This design comes from an exercise in tuning for a short achievable clock period and few clock cycles per item on the open sky130 flow, not from production work.
Function was checked by simulation only, so behaviour that the tests miss may differ from the original.

==> inputs of exp/juniper <==
==> flow/design.v <==
`timescale 1ns/1ps
package game_pkg;
    typedef logic [3:0]  coord_t;
    typedef logic [8:0]  troop_t;
    typedef logic [6:0]  cell_addr_t;    
    typedef logic [13:0] cell_word_t;    
    typedef logic [11:0] apb_addr_t;
    typedef logic [31:0] apb_data_t;
    typedef enum logic [2:0] {NPC, RED, BLUE} player_t;
    typedef enum logic [1:0] {TERRITORY, MOUNTAIN, CROWN, CITY} piece_t;
    typedef enum logic [1:0] {
        CHOOSE     = 2'b00,
        MOVE_TOTAL = 2'b10,
        MOVE_HALF  = 2'b11
    } cursor_mode_t;
    localparam int         cell_count       = 100;
    localparam coord_t     crown_red_h      = 4'd2;
    localparam coord_t     crown_red_v      = 4'd3;
    localparam coord_t     crown_blue_h     = 4'd8;
    localparam coord_t     crown_blue_v     = 4'd7;
    localparam troop_t     crown_red_troop  = 9'h057;
    localparam troop_t     crown_blue_troop = 9'h059;
    localparam troop_t     city_troop       = 9'h043;
    localparam apb_addr_t  status_addr      = 12'h100;
    function automatic logic [1:0] cell_piece(input int idx);
        if (idx == 32 || idx == 78)      cell_piece = 2'd2;    
        else if (idx >= 50 && idx <= 53) cell_piece = 2'd1;    
        else if (idx == 26 || idx == 84) cell_piece = 2'd3;    
        else                             cell_piece = 2'd0;
    endfunction
    function automatic logic [1:0] open_owner(input int idx);
        if (idx == 32)      open_owner = 2'b01;
        else if (idx == 78) open_owner = 2'b10;
        else                open_owner = 2'b00;
    endfunction
    function automatic logic [8:0] open_troop(input int idx);
        if (idx == 32)                   open_troop = crown_red_troop;
        else if (idx == 78)              open_troop = crown_blue_troop;
        else if (idx == 26 || idx == 84) open_troop = city_troop;
        else                             open_troop = 9'd0;
    endfunction
endpackage
`timescale 1ns/1ps
module game_engine (
    input  logic                    clock,
    input  logic                    reset,
    input  logic                    keyboard_ready,
    input  logic [2:0]              keyboard_data,
    output logic                    key_read_fin,
    output logic [100*2-1:0]        board_owner,    
    output logic [100*9-1:0]        board_troop,
    output game_pkg::coord_t        cursor_h,
    output game_pkg::coord_t        cursor_v,
    output game_pkg::cursor_mode_t  cursor_mode,
    output game_pkg::player_t       current_player,
    output logic                    busy            
);
    localparam int RED_CROWN  = 32;
    localparam int BLUE_CROWN = 78;
    logic       kv;             
    logic [2:0] key;
    logic       blue;           
    logic [9:0] hot_h;          
    logic [9:0] hot_v;
    logic [1:0] c_owner;        
    logic [8:0] c_troop;        
    logic [3:0] nb_free;        
    logic       k_dir, k_space, k_z;
    logic [3:0] k_d;            
    logic [3:0] on_board;
    logic       move_mode;
    logic [1:0] player;
    logic [99:0] cur;           
    logic [99:0] tgt;           
    logic [99:0] free;          
    logic [99:0] we_dst;
    logic [99:0] we_src;
    logic       step;           
    logic       success;        
    logic [8:0] moved;
    logic [8:0] left;
    logic [1:0] t_owner;        
    logic [8:0] t_troop;
    logic [3:0] t_free;         
    assign key_read_fin = keyboard_ready;
    assign busy         = kv;
    assign current_player = blue ? game_pkg::BLUE : game_pkg::RED;
    assign player         = {blue, !blue};
    assign move_mode      = cursor_mode[1];
    assign k_dir   = kv && !key[2];
    assign k_space = kv && (key == 3'd4);
    assign k_z     = kv && (key == 3'd5);
    assign k_d[0]  = kv && (key == 3'd0);
    assign k_d[1]  = kv && (key == 3'd1);
    assign k_d[2]  = kv && (key == 3'd2);
    assign k_d[3]  = kv && (key == 3'd3);
    assign on_board = {!hot_h[9], !hot_v[9], !hot_h[0], !hot_v[0]};
    assign step    = !move_mode && |(k_d & on_board);
    assign success = move_mode && |(k_d & nb_free);
    for (genvar i = 0; i < 100; i++) begin : g_cell
        localparam int H = i % 10;
        localparam int V = i / 10;
        logic t_w, t_a, t_s, t_d;
        assign cur[i]  = hot_h[H] && hot_v[V];
        if (V < 9) assign t_w = k_d[0] && hot_h[H] && hot_v[V + 1]; else assign t_w = 1'b0;
        if (H < 9) assign t_a = k_d[1] && hot_h[H + 1] && hot_v[V]; else assign t_a = 1'b0;
        if (V > 0) assign t_s = k_d[2] && hot_h[H] && hot_v[V - 1]; else assign t_s = 1'b0;
        if (H > 0) assign t_d = k_d[3] && hot_h[H - 1] && hot_v[V]; else assign t_d = 1'b0;
        assign tgt[i] = t_w || t_a || t_s || t_d;
        if (game_pkg::cell_piece(i) == 2'd0 || game_pkg::cell_piece(i) == 2'd3) begin : g_cap
            assign free[i] = (board_owner[2*i +: 2] == 2'b00);
        end else begin : g_nocap
            assign free[i] = 1'b0;
        end
        assign we_dst[i] = move_mode && tgt[i] && free[i];
        assign we_src[i] = success && cur[i];
        board_ram #(.IDX(i)) i_cell (
            .clock     (clock),
            .reset     (reset),
            .we_dst    (we_dst[i]),
            .we_src    (we_src[i]),
            .player    (player),
            .dst_troop (moved),
            .src_troop (left),
            .owner     (board_owner[2*i +: 2]),
            .troop     (board_troop[9*i +: 9])
        );
    end
    function automatic logic free_at(input logic [99:0] f, input int h, input int v);
        if (h < 0 || h > 9 || v < 0 || v > 9) free_at = 1'b0;
        else                                  free_at = f[v*10 + h];
    endfunction
    always_comb begin
        t_owner = '0;
        t_troop = '0;
        t_free  = '0;
        for (int i = 0; i < 100; i++) begin
            t_owner = t_owner | (board_owner[2*i +: 2] & {2{tgt[i]}});
            t_troop = t_troop | (board_troop[9*i +: 9] & {9{tgt[i]}});
            t_free  = t_free  | ({free_at(free, i % 10 + 1, i / 10),
                                  free_at(free, i % 10, i / 10 + 1),
                                  free_at(free, i % 10 - 1, i / 10),
                                  free_at(free, i % 10, i / 10 - 1)} & {4{tgt[i]}});
        end
    end
    logic [3:0] red_nb_free;
    logic [3:0] blue_nb_free;
    assign red_nb_free  = {free[33] && !we_dst[33], free[42] && !we_dst[42],
                           free[31] && !we_dst[31], free[22] && !we_dst[22]};
    assign blue_nb_free = {free[79] && !we_dst[79], free[88] && !we_dst[88],
                           free[77] && !we_dst[77], free[68] && !we_dst[68]};
    assign moved = cursor_mode[0] ? {1'b0, c_troop[8:1]} : (c_troop - 9'd1);
    assign left  = cursor_mode[0] ? ({1'b0, c_troop[8:1]} + {8'd0, c_troop[0]}) : 9'd1;
    always_ff @(posedge clock) begin
        key <= keyboard_data;
        if (reset) begin
            kv          <= 1'b0;
            blue        <= 1'b0;
            cursor_mode <= game_pkg::CHOOSE;
            cursor_h    <= 4'd0;
            cursor_v    <= 4'd0;
            hot_h       <= 10'd1;
            hot_v       <= 10'd1;
            c_owner     <= game_pkg::open_owner(0);
            c_troop     <= game_pkg::open_troop(0);
            nb_free     <= 4'b1100;                    
        end else begin
            kv <= keyboard_ready;
            if (step) begin
                if (k_d[0]) begin
                    cursor_v <= cursor_v - 4'd1;
                    hot_v    <= hot_v >> 1;
                end
                if (k_d[1]) begin
                    cursor_h <= cursor_h - 4'd1;
                    hot_h    <= hot_h >> 1;
                end
                if (k_d[2]) begin
                    cursor_v <= cursor_v + 4'd1;
                    hot_v    <= hot_v << 1;
                end
                if (k_d[3]) begin
                    cursor_h <= cursor_h + 4'd1;
                    hot_h    <= hot_h << 1;
                end
                c_owner <= t_owner;
                c_troop <= t_troop;
                nb_free <= t_free;
            end
            if (!move_mode && k_space && c_owner == player && c_troop >= 9'd2) begin
                cursor_mode <= game_pkg::MOVE_TOTAL;
            end
            if (move_mode && k_space) begin
                cursor_mode <= game_pkg::CHOOSE;
            end
            if (move_mode && k_z) begin
                cursor_mode <= cursor_mode[0] ? game_pkg::MOVE_TOTAL : game_pkg::MOVE_HALF;
            end
            if (success) begin
                blue        <= !blue;
                cursor_mode <= game_pkg::CHOOSE;
                if (blue) begin
                    cursor_h <= game_pkg::crown_red_h;
                    cursor_v <= game_pkg::crown_red_v;
                    hot_h    <= 10'd1 << game_pkg::crown_red_h;
                    hot_v    <= 10'd1 << game_pkg::crown_red_v;
                    c_owner  <= board_owner[2*RED_CROWN +: 2];
                    c_troop  <= board_troop[9*RED_CROWN +: 9];
                    nb_free  <= red_nb_free;
                end else begin
                    cursor_h <= game_pkg::crown_blue_h;
                    cursor_v <= game_pkg::crown_blue_v;
                    hot_h    <= 10'd1 << game_pkg::crown_blue_h;
                    hot_v    <= 10'd1 << game_pkg::crown_blue_v;
                    c_owner  <= board_owner[2*BLUE_CROWN +: 2];
                    c_troop  <= board_troop[9*BLUE_CROWN +: 9];
                    nb_free  <= blue_nb_free;
                end
            end
        end
    end
endmodule
`timescale 1ns/1ps
module apb_board_reader (
    input  logic                    clock,
    input  logic                    reset,
    input  logic                    psel,
    input  logic                    penable,
    input  logic                    pwrite,
    input  game_pkg::apb_addr_t     paddr,
    input  game_pkg::apb_data_t     pwdata,
    output game_pkg::apb_data_t     prdata,
    output logic                    pready,
    output logic                    pslverr,
    input  logic                    keyboard_ready,
    input  logic [100*2-1:0]        board_owner,
    input  logic [100*9-1:0]        board_troop,
    input  game_pkg::coord_t        cursor_h,
    input  game_pkg::coord_t        cursor_v,
    input  game_pkg::cursor_mode_t  cursor_mode,
    input  game_pkg::player_t       current_player,
    input  logic                    busy
);
    logic        setup;
    logic        cell_addr;
    logic        status_addr;
    logic [1:0]  rd_owner;
    logic [1:0]  rd_piece;
    logic [8:0]  rd_troop;
    logic [16:0] word;
    assign setup       = psel && !penable;
    assign cell_addr   = (paddr < 12'd100);
    assign status_addr = (paddr == game_pkg::status_addr);
    logic [15:0] sel_lo;
    logic [7:0]  sel_hi;
    always_comb begin
        for (int j = 0; j < 16; j++) sel_lo[j] = (paddr[3:0] == 4'(j));
        for (int j = 0; j < 8; j++)  sel_hi[j] = (paddr[6:4] == 3'(j));
    end
    always_comb begin
        rd_owner = '0;
        rd_piece = '0;
        rd_troop = '0;
        for (int i = 0; i < 100; i++) begin
            rd_owner = rd_owner | (board_owner[2*i +: 2] & {2{sel_lo[i % 16] && sel_hi[i / 16]}});
            rd_piece = rd_piece | (game_pkg::cell_piece(i) & {2{sel_lo[i % 16] && sel_hi[i / 16]}});
            rd_troop = rd_troop | (board_troop[9*i +: 9] & {9{sel_lo[i % 16] && sel_hi[i / 16]}});
        end
    end
    always_comb begin
        if (cell_addr) begin
            word = {3'b000, 1'b0, rd_owner, rd_piece, rd_troop};
        end else begin
            word        = '0;
            word[3:0]   = cursor_h;
            word[7:4]   = cursor_v;
            word[9:8]   = cursor_mode;
            word[12:10] = current_player;
            word[16]    = !busy && !keyboard_ready;
        end
    end
    always_ff @(posedge clock or posedge reset) begin
        if (reset) begin
            pready  <= 1'b0;
            pslverr <= 1'b0;
        end else begin
            pready  <= setup;
            pslverr <= setup && (pwrite || !(cell_addr || status_addr));
        end
    end
    logic [16:0] rdata;
    always_ff @(posedge clock) begin
        rdata <= word;
    end
    assign prdata = {15'd0, rdata};
endmodule
`timescale 1ns/1ps
`timescale 1ns/1ps
module board_ram #(
    parameter int IDX = 0
) (
    input  logic       clock,
    input  logic       reset,
    input  logic       we_dst,     
    input  logic       we_src,     
    input  logic [1:0] player,     
    input  logic [8:0] dst_troop,
    input  logic [8:0] src_troop,
    output logic [1:0] owner,      
    output logic [8:0] troop
);
    always_ff @(posedge clock) begin
        if (reset) begin
            owner <= game_pkg::open_owner(IDX);
            troop <= game_pkg::open_troop(IDX);
        end else if (we_dst) begin
            owner <= player;
            troop <= dst_troop;
        end else if (we_src) begin
            owner <= player;
            troop <= src_troop;
        end
    end
endmodule
`timescale 1ns/1ps
module game_top (
    input  logic                 clock,
    input  logic                 reset,
    input  logic                 keyboard_ready,
    input  logic [2:0]           keyboard_data,
    output logic                 key_read_fin,
    input  logic                 psel,
    input  logic                 penable,
    input  logic                 pwrite,
    input  game_pkg::apb_addr_t  paddr,
    input  game_pkg::apb_data_t  pwdata,
    output game_pkg::apb_data_t  prdata,
    output logic                 pready,
    output logic                 pslverr
);
    game_pkg::coord_t       cursor_h;
    game_pkg::coord_t       cursor_v;
    game_pkg::cursor_mode_t cursor_mode;
    game_pkg::player_t      current_player;
    logic                   busy;
    logic [100*2-1:0]       board_owner;
    logic [100*9-1:0]       board_troop;
    game_engine i_game_engine (
        .clock          (clock),
        .reset          (reset),
        .keyboard_ready (keyboard_ready),
        .keyboard_data  (keyboard_data),
        .key_read_fin   (key_read_fin),
        .board_owner    (board_owner),
        .board_troop    (board_troop),
        .cursor_h       (cursor_h),
        .cursor_v       (cursor_v),
        .cursor_mode    (cursor_mode),
        .current_player (current_player),
        .busy           (busy)
    );
    apb_board_reader i_apb_board_reader (
        .clock          (clock),
        .reset          (reset),
        .psel           (psel),
        .penable        (penable),
        .pwrite         (pwrite),
        .paddr          (paddr),
        .pwdata         (pwdata),
        .prdata         (prdata),
        .pready         (pready),
        .pslverr        (pslverr),
        .keyboard_ready (keyboard_ready),
        .board_owner    (board_owner),
        .board_troop    (board_troop),
        .cursor_h       (cursor_h),
        .cursor_v       (cursor_v),
        .cursor_mode    (cursor_mode),
        .current_player (current_player),
        .busy           (busy)
    );
endmodule
==> flow/flow/run.sh <==
#!/bin/bash
# The standard layout (standard.sh, unchanged synthesis, floorplan, power grid,
# placement, CTS and routing) with three ORFS settings changed:
#  - port buffers are buf_4 cells (buffer_ports otherwise may pick a delay cell),
#  - gate sizing may change a cell's footprint,
set -euo pipefail
bash standard.sh \
  'BUFFER_PORTS_ARGS=-buffer_cell sky130_fd_sc_hd__buf_4' \
  MATCH_CELL_FOOTPRINT=0 \
  SETUP_SLACK_MARGIN=6.3 \
  finish > standard_flow.log 2>&1
==> flow/standard.sh <==
#!/bin/bash
# synth_recipe.tcl (not shown) runs the flow's synth.tcl, then flattens the netlist and writes it again
# the make line also repeats each setting of config.mk as NAME=value (left out here)
make -C /OpenROAD-flow-scripts/flow DESIGN_CONFIG=/design/flow/config.mk WORK_HOME=/design/flow/orfs CLKGATE_MAP_FILE= SYNTH_SCRIPT=/design/flow/synth_recipe.tcl "${@:-finish}"
==> flow/config.mk <==
export PLATFORM = sky130hd
export DESIGN_NAME = game_top
export DESIGN_NICKNAME = game_top
export VERILOG_FILES = /design/flow/design.v
export SDC_FILE = /design/flow/constraint.sdc
export NUM_CORES = 4
export LEC_CHECK = 0
export CAP_MARGIN = 20
export CORE_MARGIN = 2
export CORE_UTILIZATION = 30
export PLACE_DENSITY = 0.4
export SLEW_MARGIN = 20
==> flow/constraint.sdc <==
create_clock -name core_clock -period 10.0 [get_ports {clock}]
set_input_delay 2.0000 -clock core_clock [delete_from_list [all_inputs] [get_ports {clock}]]
set_output_delay 2.0000 -clock core_clock [all_outputs]
set_load 0.01 [all_outputs]
==> exp/umber: changes against exp/juniper <==
==> flow/run.sh (new file) <==
#!/bin/bash
# synth_recipe.tcl (not shown) runs the flow's synth.tcl, then flattens the netlist and writes it again
# the make line also repeats each setting of config.mk as NAME=value (left out here)
make -C /OpenROAD-flow-scripts/flow DESIGN_CONFIG=/design/flow/config.mk WORK_HOME=/design/flow/orfs CLKGATE_MAP_FILE= SYNTH_SCRIPT=/design/flow/synth_recipe.tcl finish
--- a/flow/config.mk
+++ b/flow/config.mk
@@ -7,6 +7,6 @@
 export LEC_CHECK = 0
 export CAP_MARGIN = 20
 export CORE_MARGIN = 2
-export CORE_UTILIZATION = 30
-export PLACE_DENSITY = 0.4
+export CORE_UTILIZATION = 40
+export SETUP_SLACK_MARGIN = 5
 export SLEW_MARGIN = 20
removed: flow/flow/run.sh
removed: flow/standard.sh
==> comparison table <==
Outcome: exp/juniper aborted with a tool error; exp/umber aborted with a tool error
Failing step: exp/juniper global routing; exp/umber global routing
Most common cell in the netlist: exp/juniper sky130_fd_sc_hd__nor2_1; exp/umber sky130_fd_sc_hd__nor2_1
Inserted Clock Buffers: exp/juniper 152; exp/umber 145
CTS Hold Buffers Added: exp/juniper 0; exp/umber 0
Flop and latch count out of synthesis: exp/juniper 1166; exp/umber 1166
Worst-case clock buffer depth: exp/juniper 3; exp/umber 3
Post-synthesis share of cell area spent on full adders, half adders and majority gates: exp/juniper 0.211%; exp/umber 0.211%
Placement Rows: exp/juniper 172; exp/umber 149
Setup Buffers After CTS: exp/juniper 170; exp/umber 0
Placed cell areas: exp/juniper 73500 sq um; exp/umber 71700 sq um
Total half-perimeter wirelength after legalization and detailed placement: exp/juniper 578000 um; exp/umber 488000 um
CTS Root Cell: exp/juniper sky130_fd_sc_hd__clkbuf_16; exp/umber sky130_fd_sc_hd__clkbuf_16
Count of buffers from port buffering: exp/juniper 37; exp/umber 37
Effective utilization at floorplan: exp/juniper 30.2%; exp/umber 40.3%
Die X: exp/juniper 475 um; exp/umber 412 um
Portion of synthesized cell area occupied by the leading cell type: exp/juniper 35.0%; exp/umber 35.0%
CTS-repair resized insts: exp/juniper 558; exp/umber 19
Warnings, synthesis: exp/juniper 102; exp/umber 102
Floorplan die height: exp/juniper 475 um; exp/umber 412 um
Number of different library cells in the post-synthesis netlist: exp/juniper 88; exp/umber 88
Cell area after synthesis: exp/juniper 66500 sq um; exp/umber 66500 sq um
Cells after DPL: exp/juniper 11558; exp/umber 10632
GP Congestion: exp/juniper 1.26; exp/umber 1.47
Setup Slack @ Placement: exp/juniper 4.29 ns; exp/umber 3.63 ns
I/O pin count: exp/juniper 88; exp/umber 88
Mean post-synth cell area: exp/juniper 7.45 sq um; exp/umber 7.45 sq um
Post-synth ARST share: exp/juniper 0.172%; exp/umber 0.172%
Testbench counts of exp/juniper, summed over its fixed seeds: cycles 72,964, keys 24,000.
Testbench counts of exp/umber, summed over its fixed seeds: cycles 72,964, keys 24,000.
